Background: an optimization exercise with open tools, aiming at small area, a short achievable clock period and few clock cycles per item. Do not read the settings as production practice.
In this exercise RTL edits were held to simulation tests only and were not proved equivalent to the original.

==> flow/design.v, too long to show whole: its modules and the start of the top module <==
// module pow_stream: 5246 lines
// module pw_fa: 9 lines
// module pw_ha: 8 lines
// module pw_bpp: 10 lines
module pow_stream #(
  parameter int DATA_W = 32,
  parameter int EXP_W  = 3,
  parameter int ID_W   = 1
) (
  input  logic              clk,
  input  logic              aresetn,
  input  logic              s_tvalid,
  output logic              s_tready,
  input  logic [DATA_W-1:0] s_tdata,
  input  logic [EXP_W-1:0]  s_texp,
  input  logic [ID_W-1:0]   s_tid,
  input  logic              s_tlast,
  output logic              m_tvalid,
  input  logic              m_tready,
  output logic [DATA_W-1:0] m_tdata,
  output logic [ID_W-1:0]   m_tid,
  output logic              m_tlast,
  output logic              m_tovf
);
  // ...
==> flow/run.sh <==
#!/bin/bash
# synth_recipe.tcl (not shown) runs the flow's synth.tcl, then flattens the netlist and writes it again
# the make line also repeats each setting of config.mk as NAME=value (left out here)
make -C /OpenROAD-flow-scripts/flow DESIGN_CONFIG=/design/flow/config.mk WORK_HOME=/design/flow/orfs CLKGATE_MAP_FILE= SYNTH_SCRIPT=/design/flow/synth_recipe.tcl finish
==> flow/config.mk <==
export PLATFORM = sky130hd
export DESIGN_NAME = pow_stream
export DESIGN_NICKNAME = pow_stream
export VERILOG_FILES = /design/flow/design.v
export SDC_FILE = /design/flow/constraint.sdc
export NUM_CORES = 4
export LEC_CHECK = 0
export CAP_MARGIN = 20
export CORE_MARGIN = 2
export CORE_UTILIZATION = 40
export CTS_CLUSTER_DIAMETER = 80
export CTS_CLUSTER_SIZE = 28
export SETUP_SLACK_MARGIN = 5
export SLEW_MARGIN = 20
export SYNTH_HIERARCHICAL = 1
export SYNTH_MINIMUM_KEEP_SIZE = 0
==> flow/constraint.sdc <==
create_clock -name core_clock -period 9.5 [get_ports {clk}]
set_input_delay 1.9000 -clock core_clock [delete_from_list [all_inputs] [get_ports {clk}]]
set_output_delay 1.9000 -clock core_clock [all_outputs]
set_load 0.01 [all_outputs]
==> flow_metrics.tcl, run 1 <==
set metrics [dict create \
    cp_max_fo 15 \
    path_cells "and2_4 > a22oi_2 > xnor2_1 > ha_1 > fa_1 > fa_1 > fa_1 > fa_1 > fa_1" \
    cts.repair.resized 18 \
    worstSetupStartpoint "r2_q[17]" \
    outcome "finished clean" \
    synth_edf_count 504 \
    hold_end "r4_lo[0]" \
    n_all_inverters 110 \
    avgSynthCellArea_um2 13.9 \
    synthTopCellsByArea "fa_1, edfxtp_1, a22oi_2" \
    post-route-period-util 0.467 \
    remaining_drc_errors 0 \
    synth-xor-area-share 0.0979 \
    synthAdderAreaFrac 0.366 \
    met3_length_um 4690 \
    cp_num_buf_inv 0 \
    gp_congestion 0.821 \
    fillCellCount 11400 \
    placement_rows 130 \
    wire_per_inst_um 22.0 \
    met2_usage 0.325 \
    hold_depth 0 \
    worst_hold_slack_ns 0.394 \
    maxSlewViolCount 0 \
]
Testbench counts, summed over its fixed seeds: cycles 8,064, items 8,000.
==> run 2: changes to the inputs <==
--- a/flow/config.mk
+++ b/flow/config.mk
@@ -9,6 +9,4 @@
 export CORE_MARGIN = 2
 export CORE_UTILIZATION = 40
-export CTS_CLUSTER_DIAMETER = 80
-export CTS_CLUSTER_SIZE = 28
 export SETUP_SLACK_MARGIN = 5
 export SLEW_MARGIN = 20
==> flow_metrics.tcl, run 2 <==
set metrics [dict create \
    outcome "finished clean" \
    final_cells 5514 \
    cts-hold-fix-buffers 0 \
    core_mm2 0.125 \
    ant_nets 0 \
    post-route-period-util 0.467 \
    synthTopCellsByArea "fa_1, edfxtp_1, a22oi_2" \
    critical_path_required_ns 7.60 \
    largest_register "r3_hi" \
    grt_pass1_wl_um 193000 \
    hold_end "r2_q[5]" \
    htree_levels 3 \
    tns_ns 0 \
    ys_warn_count 7 \
    synth.net_count 4688 \
    start_kind "primary input" \
    max_freq_mhz 225 \
    final_cell_mix "fa_1, and2_1, xnor2_1" \
    cp.arrival_ns 2.54 \
    avgSynthCellArea_um2 13.9 \
    vias 29500 \
    max-cap-violations 0 \
    io_buffers 77 \
    viasPerCell 5.34 \
    grt_pass1_vias 32900 \
    gp_congestion 0.821 \
    grt_max_degree 142 \
    holdCritStartpoint "r1_ql[5]" \
    cts_tree "yes" \
    finalWirelength_um 121000 \
    grt_usage 0.192 \
    drtPass1Iterations 6 \
    fin_skew_ns 0.0345 \
    synth_edf_count 504 \
    r2r_start "r2_q[16]" \
    min_path_type "flip-flop to flip-flop" \
    cp_max_fo 2 \
    largest_reg_flops 56 \
    die_y_um 359 \
    place_inst 5380 \
    rrSetupSlack_ns 5.10 \
    drive_gt1_frac 0.177 \
    hold_depth 0 \
    area_growth_pct 11.4 \
    cts_buffers 66 \
    synth_top_area_cell "fa_1" \
    period_needed_ns 4.44 \
    use_met1 0.253 \
    path_clk_slew_ns 0.06 \
    synthFlopType "edfxtp_1" \
    start_util 0.403 \
    relSlewSlack 0.185 \
    grt_antenna_before_repair 1 \
    met2_usage 0.326 \
    hold_viol 0 \
    cts_max_path_buffers 3 \
    clockRootBuffer "clkbuf_16" \
    ys_async_sr_fraction 0.0156 \
    remaining_drc_errors 0 \
    crit_type "primary input to output pin" \
    clk_latency_ns 0.67 \
    setup_viol 0 \
    reg2regPathDepth 9 \
    ys_ff_latch 512 \
    worstMarginPinSlew_ns 1.22 \
    drt-initial-drc-count 1854 \
    hpwlAfterDp_um 82400 \
    fillCellCount 11300 \
    netlist.area_leader.share 0.313 \
    maxSlewViolCount 0 \
    postLayoutCellArea_mm2 0.0563 \
    ys_seq_area_frac 0.304 \
    grt_util_met3 0.0311 \
    rsz0062_at_grt "false" \
    syn_area_mm2 0.0505 \
    dieArea_mm2 0.129 \
    num_io_pins 78 \
    worst_setup_path_end_kind "output pin" \
    cts_sinks 512 \
    busiest_layer "met2" \
    chipWidth_um 359 \
    placement_rows 130 \
    yosys.cell_types.count 56 \
    synth.most_common_cell "fa_1" \
    worstReg2RegEnd "r3_lo[44]" \
    wire_per_inst_um 22.0 \
    final_common_cell "fa_1" \
    fin_nets 4856 \
    place_area_mm2 0.0538 \
    postSynthCellCount 3644 \
    synth_common_cells "fa_1, and2_1, xnor2_1" \
    grt_overflow 0 \
]
## run 2: cell types whose count changed in the layout (fill, tap and decap cells not counted), sizes merged
| cell | delta |
|---|---|
| inv | -9 |
| bufinv | +7 |
| buf | +5 |
| clkinv | +4 |
| clkbuf | +44 |
## run 2: cell families (layout without fill, tap and decap cells)
family          after synthesis  count (layout)  share of synthesized area
compound gates              575             575                      0.126
xor+xnor                    565             565                     0.0979
fa+ha+maj                  1003            1003                      0.366
buf+inv                     202             420                     0.0150
flops                       512             512                      0.304
mux                           5               5                    0.00111
other cells                   1               2                  0.0000742
simple gates                781             782                     0.0909
## run 2: per-stage QoR
step	hold slack, ns	setup slack, ns	util
6_report	0.407	5.06	0.449
5_1_grt	0.411	5.01	0.449
4_1_cts	0.408	5.00	0.448
3_5_place_dp	0.405	3.85	0.429
3_3_place_gp	0.401	3.94	0.429
2_1_floorplan	0.400	3.97	-
## run 2: area by class of cell
class | count | area, µm² | share of cell area
Multi-Input combinational cell | 2931 | 34500 | 0.612
Sequential cell | 512 | 15300 | 0.272
Tap cell | 1650 | 2060 | 0.0367
Clock buffer | 85 | 1760 | 0.0313
Timing Repair Buffer | 191 | 1720 | 0.0305
Clock inverter | 34 | 517 | 0.00918
Inverter | 110 | 413 | 0.00734
Antenna cell | 1 | 2.50 | 0.0000445
## run 2: worst max-delay path by stage
stage	slack (ns)	startpoint	endpoint
final	5.06	m_tready	s_tready
after global routing	5.01	r2_q[4]	r3_lo[42]
after CTS	5.00	r2_q[19]	r3_lo[44]
after detailed placement	3.85	m_tready	r1_q[11]
after global placement	3.94	m_tready	r1_q[10]
after floorplan	3.97	m_tready	s_tready
## run 2: worst max-delay path, cell delays in order
cell and delay (ns):
clkdlybuf4s15_1 0.21, nand2b_4 0.17, and2_1 0.13, buf_2 0.13
## run 2: routing by layer
| metal | routed length [µm] | up-vias |
|---|---|---|
| met3 | 5370 | 207 |
| met4 | 3370 | 2 |
| met1 | 52700 | 15600 |
| met2 | 59700 | 726 |
| met5 | 13 | - |
| li1 | - | 13000 |
## run 2: Yosys stat by module, one instance, submodules excluded
module	cells inside	times used
pw_bpp	2	421
pw_fa	1	730
pw_ha	1	112
pow_stream	1960	1
## run 2: what timing repair did
action	in CTS	in global routing
cloned	1	0
resized for setup	17	8
setup endpoints to repair	105	85
setup buffers	6	6
==> run 3: changes to the inputs <==
--- a/flow/config.mk
+++ b/flow/config.mk
@@ -9,6 +9,9 @@
 export CORE_MARGIN = 2
 export CORE_UTILIZATION = 40
+export CTS_CLUSTER_DIAMETER = 100
+export CTS_CLUSTER_SIZE = 20
 export SETUP_SLACK_MARGIN = 5
 export SLEW_MARGIN = 20
 export SYNTH_HIERARCHICAL = 1
 export SYNTH_MINIMUM_KEEP_SIZE = 0
+export TNS_END_PERCENT = 5
==> flow_metrics.tcl, run 3 <==
set metrics [dict create \
    io_buffers 77 \
    max_freq_mhz 218 \
    ys_ff_latch 512 \
    placement_rows 130 \
    final_common_cell "fa_1" \
    ys_seq_area_frac 0.304 \
    netlist.area_leader.share 0.313 \
    min_path_type "flip-flop to flip-flop" \
    remaining_drc_errors 0 \
    synth.most_common_cell "fa_1" \
    synthFlopType "edfxtp_1" \
    ys_async_sr_fraction 0.0156 \
    largest_register "r3_hi" \
    worst_setup_path_end_kind "output pin" \
    fin_nets 4832 \
    reg2regPathDepth 9 \
    hold_depth 0 \
    gp_congestion 0.806 \
    wire_per_inst_um 22.1 \
    synthTopCellsByArea "fa_1, edfxtp_1, a22oi_2" \
    crit_type "primary input to output pin" \
    yosys.cell_types.count 56 \
    htree_levels 2 \
    clk_latency_ns 0.63 \
    chipWidth_um 359 \
    cts_tree "yes" \
    drt-initial-drc-count 1720 \
    worstMarginPinSlew_ns 1.22 \
    largest_reg_flops 56 \
    vias 29200 \
    fin_skew_ns 0.0414 \
    path_clk_slew_ns 0.08 \
    tns_ns 0 \
    grt_overflow 0 \
    dieArea_mm2 0.129 \
    max-cap-violations 0 \
    rsz0062_at_grt "true" \
    area_growth_pct 9.50 \
    grt_max_degree 93 \
    syn_area_mm2 0.0505 \
    worst_hold_slack_ns 0.418 \
    grt_antenna_before_repair 0 \
    grt_pass1_vias 33100 \
    avgSynthCellArea_um2 13.9 \
    core_mm2 0.125 \
    ys_warn_count 7 \
    setup_viol 0 \
    synth_top_area_cell "fa_1" \
    critical_path_required_ns 7.60 \
    synth_edf_count 504 \
    clockRootBuffer "clkbuf_16" \
    viasPerCell 5.34 \
    maxSlewViolCount 0 \
    cts_buffers 39 \
    hpwlAfterDp_um 82500 \
    cp.arrival_ns 2.69 \
    finalWirelength_um 121000 \
    die_y_um 359 \
    post-route-period-util 0.483 \
    num_io_pins 78 \
    grt_pass1_wl_um 193000 \
    period_needed_ns 4.59 \
    drive_gt1_frac 0.169 \
    start_util 0.403 \
    postSynthCellCount 3644 \
    cp_max_fo 3 \
    drtPass1Iterations 5 \
    start_kind "primary input" \
    cts_max_path_buffers 3 \
    synth.net_count 4688 \
    hold_viol 0 \
    ant_nets 0 \
    final_cell_mix "fa_1, and2_1, xnor2_1" \
    cts_sinks 512 \
    outcome "finished clean" \
    relSlewSlack 0.186 \
    synth_common_cells "fa_1, and2_1, xnor2_1" \
    grt_usage 0.190 \
    cts-hold-fix-buffers 0 \
]
==> run 3: cell counts after synthesis <==
Identical to the previous run, type by type.
==> run 3: Yosys stat by module, one instance, submodules excluded <==
module      area, µm²  copies in the design  cells
pw_fa            20.0                   730      1
pw_bpp           21.3                   421      2
pow_stream      25600                     1   1960
pw_ha            12.5                   112      1
==> run 3: metal layers <==
| metal | part of all wire | GRT usage | routed length, µm |
|---|---|---|---|
| met2 | 0.49 | 0.327 | 59400 |
| met1 | 0.45 | 0.255 | 53900 |
| met5 | 0 | 0 | 0 |
| met3 | 0.038 | 0.0208 | 4600 |
| met4 | 0.024 | 0.0537 | 2860 |
==> run 3: worst paths after layout <==
path	endpoint	slack, ns	startpoint
worst max-delay path	s_tready	4.91	m_tready
worst min-delay path	r3_last	0.42	r2_last
worst max register to register	r3_lo[46]	4.99	r2_q[18]
worst min register to register	r3_last	0.42	r2_last
max in group asynchronous	r5_v	7.66	aresetn
min in group asynchronous	r_ok	1.56	aresetn
==> run 3: final cells by class <==
class | count | area, µm²
Clock buffer | 49 | 1060
Fill cell | 11400 | 70100
Clock inverter | 19 | 260
Multi-Input combinational cell | 2932 | 34500
Timing Repair Buffer | 193 | 1720
Tap cell | 1650 | 2060
Antenna cell | 1 | 2.50
Inverter | 110 | 413
Sequential cell | 512 | 15300
==> run 3: timing repair <==
action | in CTS | in global routing
resized for setup | 12 | 14
gates cloned | 2 | 0
hold endpoints to repair | 0 | 0
setup endpoints to repair | 194 | 160
setup buffers | 4 | 6
==> run 3: kinds of logic after synthesis <==
kind of cell / count (synthesis) / share of synthesized area
adders and majority gates: 1003 / 0.366
other: 1 / 0.0000742
xor gates and xnor gates: 565 / 0.0979
AOI/OAI and AO/OA: 575 / 0.126
buffers and inverters: 202 / 0.0150
DFF: 512 / 0.304
muxes: 5 / 0.00111
and+or+nand+nor: 781 / 0.0909
==> run 3: critical path, cell delays in order <==
cell and delay (ns):
clkdlybuf4s15_2 0.22, nand2b_4 0.16, and2_1 0.13, dlygate4sd2_1 0.27
==> run 3: through the flow <==
stage | utilization | setup slack (ns) | instances | area (µm²)
floorplan | - | 3.97 | 3644 | 50500
global placement | 0.429 | 3.81 | 5382 | 53800
detailed placement | 0.429 | 3.75 | 5384 | 53800
CTS | 0.440 | 4.89 | 5458 | 55200
global route | 0.441 | 4.87 | 5465 | 55300
finish | 0.441 | 4.91 | 5466 | 55300
==> run 4: changes to the inputs <==
--- a/flow/config.mk
+++ b/flow/config.mk
@@ -11,7 +11,7 @@
 export CTS_CLUSTER_DIAMETER = 100
 export CTS_CLUSTER_SIZE = 20
+export GPL_ROUTABILITY_DRIVEN = 0
 export SETUP_SLACK_MARGIN = 5
 export SLEW_MARGIN = 20
 export SYNTH_HIERARCHICAL = 1
 export SYNTH_MINIMUM_KEEP_SIZE = 0
-export TNS_END_PERCENT = 5
==> flow_metrics.tcl, run 4 <==
set metrics [dict create \
    grt_antenna_before_repair 1 \
    postSynthCellCount 3644 \
    grt_max_degree 142 \
    max-cap-violations 0 \
    area_growth_pct 9.38 \
    fillCellCount 11400 \
    htree_levels 2 \
    maxSlewViolCount 0 \
    fin_nets 4825 \
    cp_max_fo 2 \
    utilization 0.441 \
    synth_top_area_cell "fa_1" \
    remaining_drc_errors 0 \
    rrSetupSlack_ns 5.08 \
    chipWidth_um 359 \
    fin_skew_ns 0.0390 \
    ant_nets 0 \
    io_buffers 77 \
    yosys.cell_types.count 56 \
    ys_async_sr_fraction 0.0156 \
    synth.net_count 4688 \
    largest_register "r3_hi" \
    finalWirelength_um 120000 \
    grt_overflow 0 \
    ys_warn_count 7 \
    relSlewSlack 0.205 \
    final_cell_mix "fa_1, and2_1, xnor2_1" \
    start_util 0.403 \
    worst_setup_path_end_kind "output pin" \
    min_path_type "flip-flop to flip-flop" \
    grt_pass1_vias 32700 \
    cp_slowest_cell "clkdlybuf4s15_2" \
    path_cells "clkdlybuf4s15_2 > nand2b_4 > and2_1 > clkbuf_2" \
    avgSynthCellArea_um2 13.9 \
    post-route-period-util 0.466 \
    drtPass1Iterations 5 \
    core_mm2 0.125 \
    crit_type "primary input to output pin" \
    ys_ff_latch 512 \
    ys_seq_area_frac 0.304 \
    hpwlAfterDp_um 82400 \
    cp.arrival_ns 2.53 \
    rsz0062_at_grt "false" \
    path_clk_slew_ns 0.08 \
    cts_max_path_buffers 3 \
    num_io_pins 78 \
    worst_hold_slack_ns 0.423 \
    tns_ns 0 \
    grt_pass1_wl_um 192000 \
    synth_edf_count 504 \
    netlist.area_leader.share 0.313 \
    crit_family "buffers and inverters" \
    final_common_cell "fa_1" \
    die_y_um 359 \
    worstMarginPinSlew_ns 1.19 \
    grt_usage 0.189 \
    hold_viol 0 \
    clockRootBuffer "clkbuf_16" \
    cts-hold-fix-buffers 0 \
    n_antenna_cell 0 \
    syn_area_mm2 0.0505 \
    synthTopCellsByArea "fa_1, edfxtp_1, a22oi_2" \
    cp_num_buf_inv 2 \
    largest_reg_flops 56 \
    viasPerCell 5.34 \
    clk_latency_ns 0.63 \
    cts_sinks 512 \
    placement_rows 130 \
    setup_viol 0 \
    synth_common_cells "fa_1, and2_1, xnor2_1" \
    synth.most_common_cell "fa_1" \
    start_kind "primary input" \
    vias 29200 \
    critical_path_required_ns 7.60 \
    wire_per_inst_um 22.0 \
    dieArea_mm2 0.129 \
    synthFlopType "edfxtp_1" \
    cts_tree "yes" \
    cp_slowest_stage_delay_ns 0.21 \
    drt-initial-drc-count 1792 \
    drive_gt1_frac 0.168 \
    cts_buffers 39 \
    outcome "finished clean" \
    max_freq_mhz 226 \
    period_needed_ns 4.43 \
]
[run 4: worst paths after layout]
kind                                  end      from  depth (start not counted)
worst max-delay path             s_tready  m_tready                          4
worst min-delay path                r2_id     r1_id                          0
worst max register to register  r3_lo[46]  r2_q[21]                          9
worst min register to register      r2_id     r1_id                          0
max in group asynchronous            r1_v   aresetn                          1
min in group asynchronous            r_ok   aresetn                          1
[run 4: worst register-to-register path: stages (launching register included)]
cell and delay, ns:
edfxtp_1 0.66, and2_2 0.46, a22oi_2 0.10, xnor2_1 0.19
fa_1 0.49, fa_1 0.55, fa_1 0.44, fa_2 0.36
fa_1 0.51, fa_1 0.41
[run 4: layer usage]
layer,vias up,wire [µm],global-route usage
li1,12900,-,-
met1,15500,53200,0.254
met2,642,59400,0.326
met3,176,4620,0.0218
met4,2,2970,0.0506
met5,-,13,0
[run 4: logic make-up after synthesis]
kind of cell               after synthesis  synth area share
AOI/OAI and AO/OA                      575             0.126
adders and majority gates             1003             0.366
and+or+nand+nor                        781            0.0909
muxes                                    5           0.00111
xor gates and xnor gates               565            0.0979
DFF                                    512             0.304
other                                    1         0.0000742
buffers and inverters                  202            0.0150
[run 4: cell type report]
| type | instances | area (µm²) | share of cell area |
|---|---|---|---|
| clock inverter | 20 | 262 | 0.00473 |
| tap | 1650 | 2060 | 0.0374 |
| inverter | 110 | 413 | 0.00747 |
| multi-input combinational | 2931 | 34500 | 0.624 |
| clock buffer | 48 | 1030 | 0.0187 |
| timing repair buffer | 187 | 1690 | 0.0305 |
| sequential | 512 | 15300 | 0.278 |
[run 4: Yosys stat by module (local to each module, per instance)]
module,flip-flops and latches,times used,cells inside
pw_bpp,0,421,2
pw_ha,0,112,1
pow_stream,512,1,1960
pw_fa,0,730,1
[run 4: timing repair]
action / 4_1_cts / 5_1_grt
setup endpoints to repair: 107 / 82
hold endpoints to repair: 0 / 0
setup buffers: 6 / 2
resized for setup: 17 / 10
gates cloned: 1 / 0
pin swaps: 0 / 0
[run 4: stage by stage]
| stage | setup WS, ns | instances | area [µm²] |
|---|---|---|---|
| final | 5.07 | 5458 | 55300 |
| after global routing | 5.00 | 5458 | 55300 |
| after CTS | 4.91 | 5455 | 55200 |
| after detailed placement | 3.85 | 5380 | 53800 |
| after global placement | 3.94 | 5377 | 53800 |
| after floorplan | 3.97 | 3644 | 50600 |
==> run 5: changes to the inputs <==
--- a/flow/config.mk
+++ b/flow/config.mk
@@ -11,5 +11,4 @@
 export CTS_CLUSTER_DIAMETER = 100
 export CTS_CLUSTER_SIZE = 20
-export GPL_ROUTABILITY_DRIVEN = 0
 export SETUP_SLACK_MARGIN = 5
 export SLEW_MARGIN = 20
==> flow_metrics.tcl, run 5 <==
set metrics [dict create \
    max-cap-violations 0 \
    start_kind "primary input" \
    top_layer "met5" \
    chipWidth_um 359 \
    cts_buffers 39 \
    postSynthCellCount 3644 \
    area_growth_pct 9.38 \
    grt_overflow 0 \
    postLayoutCellArea_mm2 0.0553 \
    clockRootBuffer "clkbuf_16" \
    hpwlAfterDp_um 82400 \
    drt-met1-wl_um 53200 \
    largest_register "r3_hi" \
    post-place-ws_ns 3.85 \
    die_y_um 359 \
    grt_usage 0.189 \
    yosys.cell_types.count 56 \
    place_area_mm2 0.0538 \
    post-route-period-util 0.466 \
    wire_per_inst_um 22.0 \
    fin_skew_ns 0.0390 \
    core_mm2 0.125 \
    finalWirelength_um 120000 \
    tns_ns 0 \
    io_buffers 77 \
    gp_congestion 0.821 \
    hold_viol 0 \
    holdCritStartpoint "r1_id" \
    worstSetupStartpoint "m_tready" \
    cts-hold-fix-buffers 0 \
    dieArea_mm2 0.129 \
    path_clk_slew_ns 0.08 \
    largest_reg_flops 56 \
    final_common_cell "fa_1" \
    placement_rows 130 \
    final_cell_mix "fa_1, and2_1, xnor2_1" \
    fin_nets 4825 \
    viasPerCell 5.34 \
    drive_gt1_frac 0.168 \
    cts_max_path_buffers 3 \
    synth_top_area_cell "fa_1" \
    cts_tree "yes" \
    grt_pass1_wl_um 192000 \
    period_needed_ns 4.43 \
    outcome "finished clean" \
    syn_area_mm2 0.0505 \
    max_freq_mhz 226 \
    ys_async_sr_fraction 0.0156 \
    vias 29200 \
    num_io_pins 78 \
    worst_setup_path_end_kind "output pin" \
    ys_ff_latch 512 \
    cp_max_fo 2 \
    n_antenna_cell 0 \
    ys_seq_area_frac 0.304 \
    grt_max_degree 142 \
    remaining_drc_errors 0 \
    grt_antenna_before_repair 1 \
    setup_viol 0 \
    netlist.area_leader.share 0.313 \
    cp.arrival_ns 2.53 \
    maxSlewViolCount 0 \
    clk_latency_ns 0.63 \
    synth.most_common_cell "fa_1" \
    ys_warn_count 7 \
    setup_slack_ns 5.07 \
    ant_nets 0 \
    drt-initial-drc-count 1792 \
    worst_hold_slack_ns 0.423 \
    synth_edf_count 504 \
    min_path_type "flip-flop to flip-flop" \
    synth_common_cells "fa_1, and2_1, xnor2_1" \
    met3_length_um 4620 \
    critical_path_required_ns 7.60 \
    worstMarginPinSlew_ns 1.19 \
    grt_pass1_vias 32700 \
    synthFlopType "edfxtp_1" \
    avgSynthCellArea_um2 13.9 \
    r2r_start "r2_q[21]" \
    drtPass1Iterations 5 \
    relSlewSlack 0.205 \
    htree_levels 2 \
    cts_sinks 512 \
    rsz0062_at_grt "false" \
    synthTopCellsByArea "fa_1, edfxtp_1, a22oi_2" \
    synth.net_count 4688 \
    crit_type "primary input to output pin" \
    start_util 0.403 \
    wl_met2_um 59400 \
]
==> run 5: cell counts after synthesis <==
Identical to the previous run, type by type.
==> run 5: cells by family after synthesis <==
family | Yosys count | share of synthesized area
other | 1 | 0.0000742
XOR/XNOR | 565 | 0.0979
adder cells (fa/ha/maj) | 1003 | 0.366
AND/OR/NAND/NOR | 781 | 0.0909
multiplexers | 5 | 0.00111
flip-flops | 512 | 0.304
AO/OA/AOI/OAI | 575 | 0.126
buffers and inverters | 202 | 0.0150
==> run 5: Yosys stat by module (local to each module, per instance) <==
module / copies in the design / flops+latches
pow_stream: 1 / 512
pw_bpp: 421 / 0
pw_fa: 730 / 0
pw_ha: 112 / 0
==> run 5: cell type report <==
class / instances / area [µm²]
multi-input cells: 2931 / 34500
inverters: 110 / 413
fillers: 11400 / 70100
well taps: 1650 / 2060
clock inverters: 20 / 262
clock buffers: 48 / 1030
flip-flops and latches: 512 / 15300
repair buffers: 187 / 1690
==> run 5: what timing repair did <==
item | in CTS | in global routing
setup buffers | 6 | 2
gates cloned | 1 | 0
gates resized for setup | 17 | 10
endpoints found under the setup margin | 107 | 82
==> run 5: critical path, stage by stage <==
cell,delay (ns)
clkdlybuf4s15_2,0.21
nand2b_4,0.16
and2_1,0.14
clkbuf_2,0.12
==> run 5: metal layers <==
| layer | vias up | track usage |
|---|---|---|
| met3 | 176 | 0.0218 |
| met1 | 15500 | 0.254 |
| met2 | 642 | 0.326 |
| li1 | 12900 | - |
| met5 | - | 0 |
| met4 | 2 | 0.0506 |
==> run 5: path summary, 6_finish.rpt <==
| kind | cells past startpoint | slack, ns | to |
|---|---|---|---|
| worst max-delay path | 4 | 5.07 | s_tready |
| worst min-delay path | 0 | 0.42 | r2_id |
| worst min register to register | 0 | 0.42 | r2_id |
| worst max register to register | 9 | 5.08 | r3_lo[46] |
| min in group asynchronous | 1 | 1.54 | r_ok |
| max in group asynchronous | 1 | 7.69 | r1_v |
==> run 5: metrics by stage <==
step / util / std cells
floorplan: - / 3644
global placement: 0.429 / 5377
detailed placement: 0.429 / 5380
CTS: 0.440 / 5455
global route: 0.441 / 5458
finish: 0.441 / 5458
==> run 6: changes to the inputs <==
--- a/flow/config.mk
+++ b/flow/config.mk
@@ -8,7 +8,8 @@
 export CAP_MARGIN = 20
 export CORE_MARGIN = 2
-export CORE_UTILIZATION = 40
+export CORE_UTILIZATION = 50
 export CTS_CLUSTER_DIAMETER = 100
 export CTS_CLUSTER_SIZE = 20
+export PLACE_DENSITY = 0.7
 export SETUP_SLACK_MARGIN = 5
 export SLEW_MARGIN = 20
==> flow_metrics.tcl, run 6 <==
set metrics [dict create \
    post-route-period-util 0.469 \
    crit_type "flip-flop to flip-flop" \
    remaining_drc_errors 0 \
    placement_rows 116 \
    syn_area_mm2 0.0505 \
    start_kind "flip-flop" \
    r2r_start "r2_b_one8" \
    critical_path_required_ns 9.85 \
    wire_per_inst_um 22.6 \
    grt_pass1_vias 32900 \
    io_buffers 77 \
    htree_levels 2 \
    largest_reg_flops 56 \
    period_needed_ns 4.46 \
    final_common_cell "fa_1" \
    grt_antenna_before_repair 0 \
    synth_common_cells "fa_1, and2_1, xnor2_1" \
    drive_gt1_frac 0.168 \
    setup_slack_ns 5.04 \
    rrSetupSlack_ns 5.04 \
    cpMostUsedCell "fa_1" \
    postSynthCellCount 3644 \
    synth.net_count 4688 \
    setup_viol 0 \
    hold_viol 0 \
    drt-initial-drc-count 1963 \
    ys_seq_area_frac 0.304 \
    reg2regPathDepth 8 \
    viasPerCell 5.77 \
    fin_skew_ns 0.0290 \
    maxSlewViolCount 0 \
    relSlewSlack 0.185 \
    cts_max_path_buffers 3 \
    post-place-ws_ns 4.04 \
    drtPass1Iterations 7 \
    grt_max_degree 159 \
    synthMuxAreaShare 0.00111 \
    synthFlopType "edfxtp_1" \
    avgSynthCellArea_um2 13.9 \
    dieArea_mm2 0.104 \
    gp_congestion 0.862 \
    synthAdderAreaFrac 0.366 \
    fin_nets 4828 \
    worstSetupStartpoint "r2_b_one8" \
    max-cap-violations 0 \
    tns_ns 0 \
    yosys.cell_types.count 56 \
    cts_sinks 512 \
    largest_register "r3_hi" \
    chipWidth_um 322 \
    cp.depth 8 \
    n_antenna_cell 0 \
    ys_ff_latch 512 \
    cp_slowest_stage_delay_ns 1.16 \
    grt_usage 0.231 \
    ant_nets 0 \
    die_y_um 322 \
    worstMarginPinSlew_ns 1.22 \
    synthTopCellsByArea "fa_1, edfxtp_1, a22oi_2" \
    max_freq_mhz 224 \
    synth_top_area_cell "fa_1" \
    ys_warn_count 7 \
    vias 29500 \
    outcome "finished clean" \
    area_growth_pct 8.36 \
    worstReg2RegEnd "r3_lo[46]" \
    min_path_type "flip-flop to flip-flop" \
    final_cell_mix "fa_1, and2_1, xnor2_1" \
    synth_compound_area_frac 0.126 \
    grt_overflow 0 \
    synth_edf_count 504 \
    cp_max_fo 15 \
    critPathCapture "r3_lo[46]" \
    worst_hold_slack_ns 0.422 \
    path_cells "a22oi_2 > xnor2_1 > ha_1 > fa_1 > fa_1 > fa_2 > fa_1 > fa_1" \
    synth.most_common_cell "fa_1" \
    finalWirelength_um 115000 \
    ys_async_sr_fraction 0.0156 \
    cts_buffers 37 \
    synth_top_family_by_area "adder cells" \
    grt_pass1_wl_um 186000 \
    synth-simple-area-share 0.0909 \
    cp_num_buf_inv 0 \
    clockRootBuffer "clkbuf_16" \
    hpwlAfterDp_um 78600 \
    clk_latency_ns 0.61 \
    num_io_pins 78 \
    rsz0062_at_grt "false" \
    path_clk_slew_ns 0.08 \
    start_util 0.504 \
    cp.arrival_ns 4.80 \
    worst_setup_path_end_kind "flip-flop" \
    netlist.area_leader.share 0.313 \
    crit_family "adder cells" \
    cp_slowest_cell "edfxtp_1" \
    core_mm2 0.100 \
    cts_tree "yes" \
    synth-xor-area-share 0.0979 \
]
-- run 6: cell counts after synthesis --
Identical to the previous run, type by type.
-- run 6: worst reg2reg max path, cell delays in order, from the launching register on --
cell	delay [ns]
edfxtp_1	1.16
a22oi_2	0.21
xnor2_1	0.18
ha_1	0.34
fa_1	0.51
fa_1	0.53
fa_2	0.36
fa_1	0.50
fa_1	0.42
-- run 6: cell type report --
cell class | instances | area (µm²)
inverter | 110 | 413
tap | 1298 | 1620
timing repair buffer | 192 | 1700
multi-input combinational | 2931 | 34500
fill | 8368 | 45400
clock inverter | 15 | 190
clock buffer | 47 | 1010
sequential | 512 | 15300
-- run 6: worst min path at each step --
stage / endpoint / cells past startpoint / start
after floorplan: o_d[0] / 0 / r5_pl[0]
after global placement: r2_q[4] / 0 / r1_ql[4]
after detailed placement: o_d[0] / 0 / r5_pl[0]
after CTS: r1_id / 0 / r0_id
after global routing: r4_lo[1] / 0 / r3_lol[1]
final: o_id / 0 / r5_id
-- run 6: timing repair --
action | 4_1_cts | 5_1_grt
pin swaps | 0 | 1
cloned | 1 | 0
buffers inserted | 9 | 4
hold endpoints to repair | 0 | 0
endpoints found under the setup margin | 258 | 175
hold buffers | 0 | 0
gates resized for setup | 16 | 19
-- run 6: per-stage QoR --
| step | utilization | cells | cell area (µm²) |
|---|---|---|---|
| after floorplan | - | 3644 | 50600 |
| after global placement | 0.533 | 5028 | 53400 |
| after detailed placement | 0.533 | 5028 | 53400 |
| after CTS | 0.546 | 5100 | 54600 |
| after global routing | 0.547 | 5105 | 54700 |
| final | 0.547 | 5105 | 54700 |
-- run 6: logic make-up (layout without fill, tap and decap cells) --
family                   after synthesis  in the layout
buffers and inverters                202            364
multiplexers                           5              5
XOR/XNOR                             565            565
AND/OR/NAND/NOR                      781            782
other                                  1              1
flip-flops                           512            512
AO/OA/AOI/OAI                        575            575
adder cells (fa/ha/maj)             1003           1003
-- run 6: routing by layer --
| metal | vias up | routed length [µm] | global-route usage |
|---|---|---|---|
| li1 | 12900 | - | - |
| met1 | 15500 | 48600 | 0.299 |
| met2 | 841 | 57500 | 0.401 |
| met3 | 222 | 5180 | 0.0233 |
| met4 | 0 | 3850 | 0.0863 |
| met5 | - | 0 | 0 |
-- run 6: Yosys stat by module (local to each module, per instance) --
| module | flip-flops and latches | times used | cell area [µm²] |
|---|---|---|---|
| pw_fa | 0 | 730 | 20.0 |
| pow_stream | 512 | 1 | 25600 |
| pw_bpp | 0 | 421 | 21.3 |
| pw_ha | 0 | 112 | 12.5 |
==> run 7: changes to the inputs <==
--- a/flow/config.mk
+++ b/flow/config.mk
@@ -8,9 +8,8 @@
 export CAP_MARGIN = 20
 export CORE_MARGIN = 2
-export CORE_UTILIZATION = 50
+export CORE_UTILIZATION = 40
 export CTS_CLUSTER_DIAMETER = 100
 export CTS_CLUSTER_SIZE = 20
-export PLACE_DENSITY = 0.7
-export SETUP_SLACK_MARGIN = 5
+export SETUP_SLACK_MARGIN = 0
 export SLEW_MARGIN = 20
 export SYNTH_HIERARCHICAL = 1
==> flow_metrics.tcl, run 7 <==
set metrics [dict create \
    outcome "finished clean" \
    grt_pass1_wl_um 191000 \
    ys_async_sr_fraction 0.0156 \
    yosys.cell_types.count 56 \
    cts.repair.resized 0 \
    final_cell_mix "fa_1, and2_1, xnor2_1" \
    postSynthCellCount 3644 \
    num_io_pins 78 \
    cts_buffers 35 \
    relSlewSlack 0.208 \
    regArea_mm2 0.0153 \
    synth_compound_area_frac 0.126 \
    hpwlAfterDp_um 82000 \
    synth_top_family_by_area "adder cells" \
    utilization 0.438 \
    fillCellCount 11400 \
    ys_seq_area_frac 0.304 \
    worst_hold_slack_ns 0.415 \
    viasPerCell 5.31 \
    cp_slowest_cell "clkdlybuf4s50_1" \
    hold_viol 0 \
    maxSlewViolCount 0 \
    start_kind "primary input" \
    wire_per_inst_um 21.9 \
    min_path_type "flip-flop to flip-flop" \
    tns_ns 0 \
    synthFlopType "edfxtp_1" \
    vias 28900 \
    cp_num_buf_inv 2 \
    largest_reg_flops 56 \
    clk_latency_ns 0.62 \
    synthMuxAreaShare 0.00111 \
    gp_congestion 0.824 \
    max_freq_mhz 183 \
    path_cells "clkdlybuf4s50_1 > nand2b_4 > and2_1 > clkdlybuf4s50_1" \
    synthAdderAreaFrac 0.366 \
    worstMarginPinSlew_ns 1.19 \
    area_growth_pct 8.69 \
    final_common_cell "fa_1" \
    grt_overflow 0 \
    cts_tree "yes" \
    die_y_um 359 \
    cts_setup_buffers 0 \
    synth_edf_count 504 \
    dieArea_mm2 0.129 \
    cts_max_path_buffers 3 \
    cp_slowest_stage_delay_ns 0.52 \
    synth.net_count 4688 \
    rsz0062_at_grt "false" \
    fin_nets 4813 \
    finalWirelength_um 119000 \
    grt_max_degree 81 \
    n_antenna_cell 0 \
    worst_setup_path_end_kind "output pin" \
    synth_common_cells "fa_1, and2_1, xnor2_1" \
    netlist.area_leader.share 0.313 \
    core_mm2 0.125 \
    remaining_drc_errors 0 \
    ant_nets 0 \
    drtPass1Iterations 5 \
    avgSynthCellArea_um2 13.9 \
    largest_register "r3_hi" \
    drt-initial-drc-count 1662 \
    chipWidth_um 359 \
    synth.most_common_cell "fa_1" \
    synth_top_area_cell "fa_1" \
    max-cap-violations 0 \
    postLayoutCellArea_mm2 0.0549 \
    placement_rows 130 \
    synth-simple-area-share 0.0909 \
    grt_usage 0.188 \
    io_buffers 77 \
    fin_skew_ns 0.0407 \
    place_area_mm2 0.0538 \
    cp.arrival_ns 3.56 \
    cts-hold-fix-buffers 0 \
    synthTopCellsByArea "fa_1, edfxtp_1, a22oi_2" \
    path_clk_slew_ns 0.08 \
    critical_path_required_ns 7.60 \
    grt_antenna_before_repair 0 \
    ys_warn_count 7 \
    grt_pass1_vias 32600 \
    cpMostUsedCell "clkdlybuf4s50_1" \
    cts_sinks 512 \
    clockRootBuffer "clkbuf_16" \
    setup_viol 0 \
    ys_ff_latch 512 \
    period_needed_ns 5.46 \
    crit_type "primary input to output pin" \
    post-route-period-util 0.575 \
    synth-xor-area-share 0.0979 \
    cp_max_fo 44 \
    multi_input_area_mm2 0.0344 \
    crit_family "buffers and inverters" \
    drive_gt1_frac 0.160 \
    syn_area_mm2 0.0505 \
    htree_levels 2 \
    start_util 0.403 \
]
[run 7: changes by cell type in the layout (fill, tap and decap cells not counted), moves of 3 or more]
cell       delta
and2_2        -7
clkinv_4      +3
buf_6        -14
buf_4         +3
clkbuf_16     -3
clkinv_1      +3
and2_4        -5
and2_1       +12
[run 7: path summary, 6_finish.rpt]
kind | start | end | slack, ns | cells past startpoint
worst max-delay path | m_tready | s_tready | 4.04 | 4
worst min-delay path | r1_ql[7] | r2_q[7] | 0.41 | 0
worst max register to register | r2_e[1] | r3_lo[46] | 4.48 | 9
worst min register to register | r1_ql[7] | r2_q[7] | 0.41 | 0
max in group asynchronous | aresetn | o_v | 7.65 | 1
min in group asynchronous | aresetn | r0_v | 1.56 | 1
[run 7: cell type report]
cell class,count,share of cell area
multi-input cells,2930,0.627
flip-flops and latches,512,0.279
well taps,1650,0.0376
repair buffers,180,0.0285
clock buffers,45,0.0170
inverters,110,0.00752
clock inverters,17,0.00301
[run 7: cells by family (layout without fill, tap and decap cells)]
kind of cell	count (synthesis)	in the layout
fa+ha+maj	1003	1003
simple gates	781	781
compound gates	575	575
xor+xnor	565	565
flops	512	512
buf+inv	202	352
mux	5	5
other cells	1	1
[run 7: stage by stage]
stage	std cells	setup WS (ns)
2_1_floorplan	3644	1.53
3_3_place_gp	5381	3.79
3_5_place_dp	5381	3.71
4_1_cts	5443	4.02
5_1_grt	5444	3.91
6_report	5444	4.04
[run 7: routing by layer]
metal / global-route usage / vias to the layer above / share of wire / wire length (µm)
li1: - / 12900 / - / -
met1: 0.250 / 15200 / 0.44 / 52600
met2: 0.324 / 677 / 0.49 / 58300
met3: 0.0196 / 189 / 0.041 / 4840
met4: 0.0602 / 0 / 0.029 / 3480
met5: 0 / - / 0 / 0
[run 7: worst register-to-register path, delay by kind of cell (launching register included)]
family / cells / cell delay, ns
adders and majority gates: 6 / 2.77
and+or+nand+nor: 1 / 0.87
DFF: 1 / 0.82
xor gates and xnor gates: 1 / 0.20
AOI/OAI and AO/OA: 1 / 0.11
[run 7: modules after synthesis, one instance, submodules excluded]
module | flops+latches | cells
pow_stream | 512 | 1960
pw_bpp | 0 | 2
pw_fa | 0 | 1
pw_ha | 0 | 1
==> run 8: changes to the inputs <==
--- a/flow/config.mk
+++ b/flow/config.mk
@@ -6,11 +6,12 @@
 export NUM_CORES = 4
 export LEC_CHECK = 0
-export CAP_MARGIN = 20
+export CAP_MARGIN = 5
 export CORE_MARGIN = 2
 export CORE_UTILIZATION = 40
 export CTS_CLUSTER_DIAMETER = 100
 export CTS_CLUSTER_SIZE = 20
-export SETUP_SLACK_MARGIN = 0
-export SLEW_MARGIN = 20
+export PLACE_DENSITY = 0.75
+export SETUP_SLACK_MARGIN = 5
+export SLEW_MARGIN = 5
 export SYNTH_HIERARCHICAL = 1
 export SYNTH_MINIMUM_KEEP_SIZE = 0
==> flow_metrics.tcl, run 8 <==
set metrics [dict create \
    htree_levels 2 \
    relSlewSlack 0.115 \
    cp_slowest_cell "edfxtp_1" \
    place_inst 5369 \
    n_antenna_cell 0 \
    path_cells "a22oi_2 > xnor2_1 > ha_1 > fa_1 > fa_1 > fa_1 > fa_1 > fa_1" \
    gp_congestion 0.856 \
    io_buffers 77 \
    maxSlewViolCount 0 \
    chipWidth_um 359 \
    cts_sinks 512 \
    ant_nets 0 \
    cp.arrival_ns 4.81 \
    finalWirelength_um 117000 \
    final_cell_mix "fa_1, and2_1, xnor2_1" \
    min_path_type "flip-flop to flip-flop" \
    max_freq_mhz 223 \
    postLayoutCellArea_mm2 0.0550 \
    tns_ns 0 \
    synth_common_cells "fa_1, and2_1, xnor2_1" \
    largest_register "r3_hi" \
    place_area_mm2 0.0537 \
    final_common_cell "fa_1" \
    grt_overflow 0 \
    grt_antenna_before_repair 0 \
    grt_pass1_wl_um 188000 \
    cts_max_path_buffers 3 \
    crit_family "adder cells" \
    grt_max_degree 150 \
    largest_reg_flops 56 \
    ys_warn_count 7 \
    utilization 0.439 \
    netlist.area_leader.share 0.313 \
    worstMarginPinSlew_ns 1.33 \
    rsz0062_at_grt "true" \
    max-cap-violations 0 \
    synth.net_count 4688 \
    ys_async_sr_fraction 0.0156 \
    clockRootBuffer "clkbuf_16" \
    start_kind "flip-flop" \
    synth.most_common_cell "fa_1" \
    synth_top_area_cell "fa_1" \
    cp_num_buf_inv 0 \
    synthFlopType "edfxtp_1" \
    placement_rows 130 \
    viasPerCell 5.50 \
    vias 29900 \
    period_needed_ns 4.48 \
    hold_viol 0 \
    ys_ff_latch 512 \
    area_growth_pct 8.94 \
    holdCritStartpoint "r5_pl[1]" \
    syn_area_mm2 0.0505 \
    wire_per_inst_um 21.5 \
    cpMostUsedCell "fa_1" \
    drtPass1Iterations 7 \
    remaining_drc_errors 0 \
    clk_latency_ns 0.59 \
    synth_edf_count 504 \
    setup_viol 0 \
    critical_path_required_ns 9.83 \
    drt-initial-drc-count 1955 \
    cts_tree "yes" \
    cts_buffers 35 \
    worstSetupStartpoint "r2_b_one7" \
    ys_seq_area_frac 0.304 \
    r2r_start "r2_b_one7" \
    cp_slowest_stage_delay_ns 1.21 \
    dieArea_mm2 0.129 \
    crit_type "flip-flop to flip-flop" \
    num_io_pins 78 \
    path_clk_slew_ns 0.08 \
    hpwlAfterDp_um 80200 \
    worst_hold_slack_ns 0.418 \
    core_mm2 0.125 \
    grt_usage 0.182 \
    yosys.cell_types.count 56 \
    start_util 0.403 \
    worst_setup_path_end_kind "flip-flop" \
    fin_nets 4824 \
    drive_gt1_frac 0.166 \
    die_y_um 359 \
    fin_skew_ns 0.0281 \
    avgSynthCellArea_um2 13.9 \
    postSynthCellCount 3644 \
    synthTopCellsByArea "fa_1, edfxtp_1, a22oi_2" \
    grt_pass1_vias 33500 \
    outcome "finished clean" \
    cp_max_fo 17 \
    post-route-period-util 0.472 \
    final_cells 5446 \
]
## run 8: cell types whose count changed in the layout (fill, tap and decap cells not counted), sizes merged
cell,change
clkdlybuf4s15,+1
clkbuf,-3
clkdlybuf4s50,-2
buf,+10
clkinv,-9
nand2b,+2
inv,+3
## run 8: worst reg2reg max path: stages (launching register included)
cell and delay, ns:
edfxtp_1 1.21, a22oi_2 0.20, xnor2_1 0.17, ha_1 0.31, fa_1 0.49, fa_1 0.52, fa_1 0.40, fa_1 0.52
fa_1 0.41
## run 8: modules after synthesis (local to each module, per instance)
module | cells inside | flops+latches | cell area [µm²]
pow_stream | 1960 | 512 | 25600
pw_bpp | 2 | 0 | 21.3
pw_fa | 1 | 0 | 20.0
pw_ha | 1 | 0 | 12.5
## run 8: path summary, 6_finish.rpt
check,end,slack (ns),depth (start not counted)
worst max-delay path,r3_lo[44],5.02,8
worst min-delay path,o_d[1],0.42,0
worst max register to register,r3_lo[44],5.02,8
worst min register to register,o_d[1],0.42,0
max in group asynchronous,r5_v,7.65,1
min in group asynchronous,r0_v,1.59,1
## run 8: per-layer routing
layer	share of wire	GRT usage	vias to the layer above
met5	0	0	-
met4	0.030	0.0627	0
met3	0.057	0.0258	247
met2	0.51	0.319	1074
met1	0.41	0.230	15700
li1	-	-	12900
## run 8: through the flow
stage	setup slack (ns)
after floorplan	3.97
after CTS	5.01
after global placement	3.74
final	5.02
after global routing	4.95
after detailed placement	3.75
## run 8: timing repair
| action | 4_1_cts | 5_1_grt |
|---|---|---|
| hold buffers | 0 | 0 |
| cloned | 2 | 0 |
| setup buffers | 14 | 8 |
| gates resized for setup | 16 | 11 |
| setup endpoints to repair | 148 | 10 |
## run 8: area by class of cell
class                           instances  area, µm²
Clock buffer                           42        923
Clock inverter                         11        150
Fill cell                           11200      70400
Inverter                              110        413
Multi-Input combinational cell       2932      34500
Sequential cell                       512      15300
Tap cell                             1650       2060
Timing Repair Buffer                  189       1670
## run 8: cells by family (layout without fill, tap and decap cells)
group	after synthesis	after routing	synth area share
fa+ha+maj	1003	1003	0.366
simple gates	781	783	0.0909
compound gates	575	575	0.126
xor+xnor	565	565	0.0979
flops	512	512	0.304
buf+inv	202	352	0.0150
mux	5	5	0.00111
other cells	1	1	0.0000742
==> run 9: changes to the inputs <==
--- a/flow/config.mk
+++ b/flow/config.mk
@@ -11,5 +11,4 @@
 export CTS_CLUSTER_DIAMETER = 100
 export CTS_CLUSTER_SIZE = 20
-export PLACE_DENSITY = 0.75
 export SETUP_SLACK_MARGIN = 5
 export SLEW_MARGIN = 5
==> flow_metrics.tcl, run 9 <==
set metrics [dict create \
    gp_congestion 0.821 \
    period_needed_ns 4.44 \
    avgSynthCellArea_um2 13.9 \
    synth_edf_count 504 \
    path_cells "clkdlybuf4s15_1 > nand2b_4 > and2_1 > clkbuf_2" \
    viasPerCell 5.33 \
    grt_overflow 0 \
    reg2regPathDepth 8 \
    io_buffers 77 \
    n_antenna_cell 0 \
    chipWidth_um 359 \
    hold_end "r3_e[2]" \
    crit_type "primary input to output pin" \
    worstMarginPinSlew_ns 1.25 \
    hpwlAfterDp_um 82000 \
    hold_depth 0 \
    die_y_um 359 \
    critical_path_required_ns 7.60 \
    ant_nets 0 \
    drive_gt1_frac 0.170 \
    synth.net_count 4688 \
    grt_max_degree 142 \
    drtPass1Iterations 5 \
    syn_area_mm2 0.0505 \
    fin_nets 4835 \
    path_clk_slew_ns 0.07 \
    setup_viol 0 \
    start_kind "primary input" \
    cp.arrival_ns 2.54 \
    final_cell_mix "fa_1, and2_1, xnor2_1" \
    grt_pass1_wl_um 192000 \
    vias 29200 \
    cp_slowest_stage_delay_ns 0.21 \
    synthTopCellsByArea "fa_1, edfxtp_1, a22oi_2" \
    num_io_pins 78 \
    area_growth_pct 9.56 \
    wire_per_inst_um 21.9 \
    worstReg2RegEnd "r3_lo[46]" \
    start_util 0.403 \
    worst_setup_path_end_kind "output pin" \
    maxSlewViolCount 0 \
    htree_levels 2 \
    cp_slowest_cell "clkdlybuf4s15_1" \
    final_cells 5470 \
    final_common_cell "fa_1" \
    postLayoutCellArea_mm2 0.0554 \
    place_area_mm2 0.0538 \
    netlist.area_leader.share 0.313 \
    cts_buffers 40 \
    ys_warn_count 7 \
    grt_usage 0.189 \
    min_path_type "flip-flop to flip-flop" \
    tns_ns 0 \
    place_inst 5377 \
    cts-hold-fix-buffers 0 \
    setup_slack_ns 5.06 \
    grt_pass1_vias 32800 \
    dieArea_mm2 0.129 \
    max_freq_mhz 225 \
    cts_sinks 512 \
    clk_latency_ns 0.63 \
    clockRootBuffer "clkbuf_16" \
    placement_rows 130 \
    grt_antenna_before_repair 1 \
    core_mm2 0.125 \
    cp_max_fo 2 \
    hold_viol 0 \
    synthFlopType "edfxtp_1" \
    rrSetupSlack_ns 5.07 \
    largest_register "r3_hi" \
    relSlewSlack 0.170 \
    worstSetupStartpoint "m_tready" \
    post-place-ws_ns 3.87 \
    r2r_start "r2_b_two8" \
    ys_async_sr_fraction 0.0156 \
    fin_skew_ns 0.0397 \
    finalWirelength_um 120000 \
    drt-initial-drc-count 1655 \
    postSynthCellCount 3644 \
    yosys.cell_types.count 56 \
    ys_ff_latch 512 \
    outcome "finished clean" \
    rsz0062_at_grt "false" \
    remaining_drc_errors 0 \
    synth_common_cells "fa_1, and2_1, xnor2_1" \
    max-cap-violations 0 \
    ys_seq_area_frac 0.304 \
    cts_max_path_buffers 3 \
    largest_reg_flops 56 \
    synth.most_common_cell "fa_1" \
    post-route-period-util 0.467 \
    holdCritStartpoint "r2_e[2]" \
    cts_tree "yes" \
    synth_top_area_cell "fa_1" \
]
## run 9: worst max-delay path by stage
stage / depth (start not counted) / end
floorplan: 3 / s_tready
global placement: 5 / r1_q[10]
detailed placement: 5 / r1_q[11]
CTS: 4 / s_tready
global route: 8 / r3_lo[46]
finish: 4 / s_tready
## run 9: cells by family after synthesis
group           after synthesis  share of synthesized area
fa+ha+maj                  1003                      0.366
simple gates                781                     0.0909
compound gates              575                      0.126
xor+xnor                    565                     0.0979
flops                       512                      0.304
buf+inv                     202                     0.0150
mux                           5                    0.00111
other cells                   1                  0.0000742
## run 9: layout make-up
| class | instances | area (µm²) |
|---|---|---|
| multi-input combinational | 2931 | 34500 |
| tap | 1650 | 2060 |
| sequential | 512 | 15300 |
| fill | 11400 | 70100 |
| clock buffer | 49 | 1060 |
| timing repair buffer | 196 | 1760 |
| clock inverter | 22 | 251 |
| inverter | 110 | 413 |
## run 9: worst max-delay path, delay by kind of cell
kind | cells | cell delay (ns)
buffers and inverters | 2 | 0.33
AND/OR/NAND/NOR | 2 | 0.31
## run 9: per-layer routing
metal	vias up	track usage	wire length [µm]
li1	12900	-	-
met2	616	0.325	59500
met3	164	0.0193	4190
met5	-	0	12
met4	2	0.0578	3180
met1	15500	0.252	53200
## run 9: per-module statistics from Yosys, one instance, submodules excluded
module,flops+latches,times used
pw_ha,0,112
pw_fa,0,730
pow_stream,512,1
pw_bpp,0,421
## run 9: per-stage QoR
step           hold WS (ns)  utilization
2_1_floorplan         0.400            -
3_3_place_gp          0.401        0.429
3_5_place_dp          0.405        0.429
4_1_cts               0.422        0.440
5_1_grt               0.425        0.441
6_report              0.421        0.441
## run 9: what timing repair did
item | 4_1_cts | 5_1_grt
setup endpoints to repair | 107 | 85
gates cloned | 1 | 0
gates resized for setup | 15 | 17
setup buffers | 5 | 16
hold endpoints to repair | 0 | 0
==> run 10: changes to the inputs <==
--- a/flow/config.mk
+++ b/flow/config.mk
@@ -9,6 +9,7 @@
 export CORE_MARGIN = 2
 export CORE_UTILIZATION = 40
-export CTS_CLUSTER_DIAMETER = 100
-export CTS_CLUSTER_SIZE = 20
+export CTS_CLUSTER_DIAMETER = 80
+export CTS_CLUSTER_SIZE = 16
+export PLACE_DENSITY = 0.6
 export SETUP_SLACK_MARGIN = 5
 export SLEW_MARGIN = 5
==> flow_metrics.tcl, run 10 <==
set metrics [dict create \
    outcome "finished clean" \
    gp_congestion 0.821 \
    cts_max_path_buffers 3 \
    synthTopCellsByArea "fa_1, edfxtp_1, a22oi_2" \
    synthFlopType "edfxtp_1" \
    grt_pass1_vias 32900 \
    cts_sinks 512 \
    largest_reg_flops 56 \
    path_clk_slew_ns 0.07 \
    core_mm2 0.125 \
    postSynthCellCount 3644 \
    synth.net_count 4688 \
    ant_nets 0 \
    synth.most_common_cell "fa_1" \
    n_antenna_cell 0 \
    fin_nets 4838 \
    worstReg2RegEnd "r3_lo[44]" \
    netlist.area_leader.share 0.313 \
    period_needed_ns 4.42 \
    worstMarginPinSlew_ns 1.25 \
    ys_seq_area_frac 0.304 \
    grt_usage 0.189 \
    hold_depth 0 \
    avgSynthCellArea_um2 13.9 \
    reg2regPathDepth 9 \
    placement_rows 130 \
    holdCritStartpoint "r0_id" \
    cp_max_fo 15 \
    relSlewSlack 0.168 \
    ys_async_sr_fraction 0.0156 \
    min_path_type "flip-flop to flip-flop" \
    num_io_pins 78 \
    clockRootBuffer "clkbuf_16" \
    final_cell_mix "fa_1, and2_1, xnor2_1" \
    r2r_start "r2_q[17]" \
    start_kind "flip-flop" \
    worstSetupStartpoint "r2_q[17]" \
    worst_setup_path_end_kind "flip-flop" \
    synth_edf_count 504 \
    synth_top_area_cell "fa_1" \
    ys_warn_count 7 \
    hold_end "r1_id" \
    crit_type "flip-flop to flip-flop" \
    ys_ff_latch 512 \
    critical_path_required_ns 9.88 \
    rsz0062_at_grt "false" \
    grt_antenna_before_repair 1 \
    drive_gt1_frac 0.172 \
    cts_tree "yes" \
    dieArea_mm2 0.129 \
    drt-initial-drc-count 1652 \
    io_buffers 77 \
    drtPass1Iterations 7 \
    cp.arrival_ns 4.81 \
    post-route-period-util 0.466 \
    viasPerCell 5.31 \
    max_freq_mhz 226 \
    fin_skew_ns 0.0319 \
    hold_viol 0 \
    grt_max_degree 142 \
    setup_viol 0 \
    hpwlAfterDp_um 82000 \
    maxSlewViolCount 0 \
    cp_slowest_cell "edfxtp_1" \
    vias 29100 \
    wire_per_inst_um 21.9 \
    cts_buffers 48 \
    largest_register "r3_hi" \
    syn_area_mm2 0.0505 \
    area_growth_pct 9.91 \
    yosys.cell_types.count 56 \
    chipWidth_um 359 \
    finalWirelength_um 120000 \
    max-cap-violations 0 \
    rrSetupSlack_ns 5.08 \
    utilization 0.443 \
    htree_levels 2 \
    final_common_cell "fa_1" \
    synth_common_cells "fa_1, and2_1, xnor2_1" \
    cp_slowest_stage_delay_ns 0.78 \
    path_cells "and2_4 > a22oi_2 > xnor2_1 > ha_1 > fa_1 > fa_1 > fa_1 > fa_1 > fa_1" \
    tns_ns 0 \
    start_util 0.403 \
    grt_pass1_wl_um 192000 \
    die_y_um 359 \
    clk_latency_ns 0.65 \
    remaining_drc_errors 0 \
    grt_overflow 0 \
    cpMostUsedCell "fa_1" \
]
[run 10: cell types whose count changed in the layout (fill, tap and decap cells not counted), moves of 2 or more]
cell,before,now
buf_6,9,7
inv_6,4,6
clkbuf_16,41,48
clkinv_4,2,4
inv_8,0,2
inv_12,4,2
buf_4,104,101
[run 10: per-module statistics from Yosys, one instance, submodules excluded]
module	times used	flops+latches	cell area [µm²]
pw_ha	112	0	12.5
pw_fa	730	0	20.0
pow_stream	1	512	25600
pw_bpp	421	0	21.3
[run 10: logic make-up (layout without fill, tap and decap cells)]
group                      Yosys count  after routing  synth area share
AOI/OAI and AO/OA                  575            575             0.126
muxes                                5              5           0.00111
buffers and inverters              202            384            0.0150
other                                1              1         0.0000742
adders and majority gates         1003           1003             0.366
xor gates and xnor gates           565            565            0.0979
DFF                                512            512             0.304
and+or+nand+nor                    781            782            0.0909
[run 10: cell type report]
cell class              instances  area (µm²)
inverters                     110         413
flip-flops and latches        512       15300
well taps                    1650        2060
repair buffers                191        1710
fillers                     11400       69900
clock buffers                  57        1230
clock inverters                26         298
multi-input cells            2931       34500
[run 10: routing by layer]
layer | GRT usage | routed length [µm] | share of wire
met1 | 0.249 | 52600 | 0.44
met2 | 0.326 | 59400 | 0.50
met3 | 0.0210 | 4460 | 0.037
met4 | 0.0587 | 3350 | 0.028
met5 | 0 | 12 | 0.00010
[run 10: how the worst max path moves through the flow]
stage	endpoint	slack (ns)	cells past startpoint
global route	r3_lo[42]	5.01	10
global placement	r1_q[10]	3.94	5
floorplan	s_tready	3.97	3
CTS	s_tready	4.85	4
finish	r3_lo[44]	5.08	9
detailed placement	r1_q[11]	3.87	5
[run 10: worst max-delay path, delay by kind of cell, from the launching register on]
kind,cells,cell delay [ns]
DFF,1,0.78
xor gates and xnor gates,1,0.15
and+or+nand+nor,1,0.45
adders and majority gates,6,2.66
AOI/OAI and AO/OA,1,0.13
[run 10: timing repair]
action / 4_1_cts / 5_1_grt
gates resized for setup: 14 / 17
buffers inserted: 5 / 11
gates cloned: 1 / 0
hold buffers: 0 / 0
setup endpoints to repair: 106 / 85
[run 10: through the flow]
step                hold slack (ns)  setup WS, ns  std cells  area [µm²]
floorplan                     0.400          3.97       3644       50600
global placement              0.401          3.94       5377       53800
detailed placement            0.405          3.87       5377       53800
CTS                           0.420          4.85       5466       55400
global route                  0.423          5.01       5477       55500
finish                        0.419          5.08       5477       55500

==> port drivers added, routing unchanged <==
In the flow no input, the clock included, has a driving cell. The finished layouts below were timed again as built, in two steps.
Step 1: set_driving_cell puts a clkbuf_16 on clk and a buf_2 on each other input, an assumption about the parent block.
Step 2, shift: input delay + t, output delay - t, t = (earliest + latest rising clock arrival at the registers) / 2. This alone moves slack from input paths to output paths.
a / b / c = ideal / step 1 / step 2; a / b = the first two.
run | t (ns) | setup slack, ns | worst setup path at the end | slew at the worst register clock pin (ns) | pins driven straight from the clock port
run 1 | 0.685 | 5.059 / 5.056 / 4.588 | input to register | 0.11 / 0.11 | 1
run 2 | 0.726 | 5.061 / 5.038 / 4.556 | input to register | 0.07 / 0.07 | 1
run 3 | 0.686 | 4.909 / 4.888 / 4.538 | input to register | 0.09 / 0.09 | 1
run 4 | 0.681 | 5.070 / 5.048 / 4.598 | input to register | 0.09 / 0.09 | 1
run 5 | 0.681 | 5.070 / 5.048 / 4.598 | input to register | 0.09 / 0.09 | 1
run 6 | 0.664 | 5.044 / 5.044 / 4.630 | input to register | 0.09 / 0.09 | 1
run 7 | 0.671 | 4.041 / 4.013 / 3.782 | input to register | 0.09 / 0.09 | 1
run 8 | 0.648 | 5.020 / 5.020 / 4.968 | input to register | 0.09 / 0.09 | 1
run 9 | 0.684 | 5.060 / 5.038 / 4.662 | input to register | 0.09 / 0.09 | 1
run 10 | 0.710 | 5.076 / 5.076 / 4.779 | input to register | 0.08 / 0.08 | 1
After both steps setup and hold are still met in every run listed. The setup slack of run 2, which loses most, moves by -0.023 ns with the drivers and by -0.505 ns with both steps.
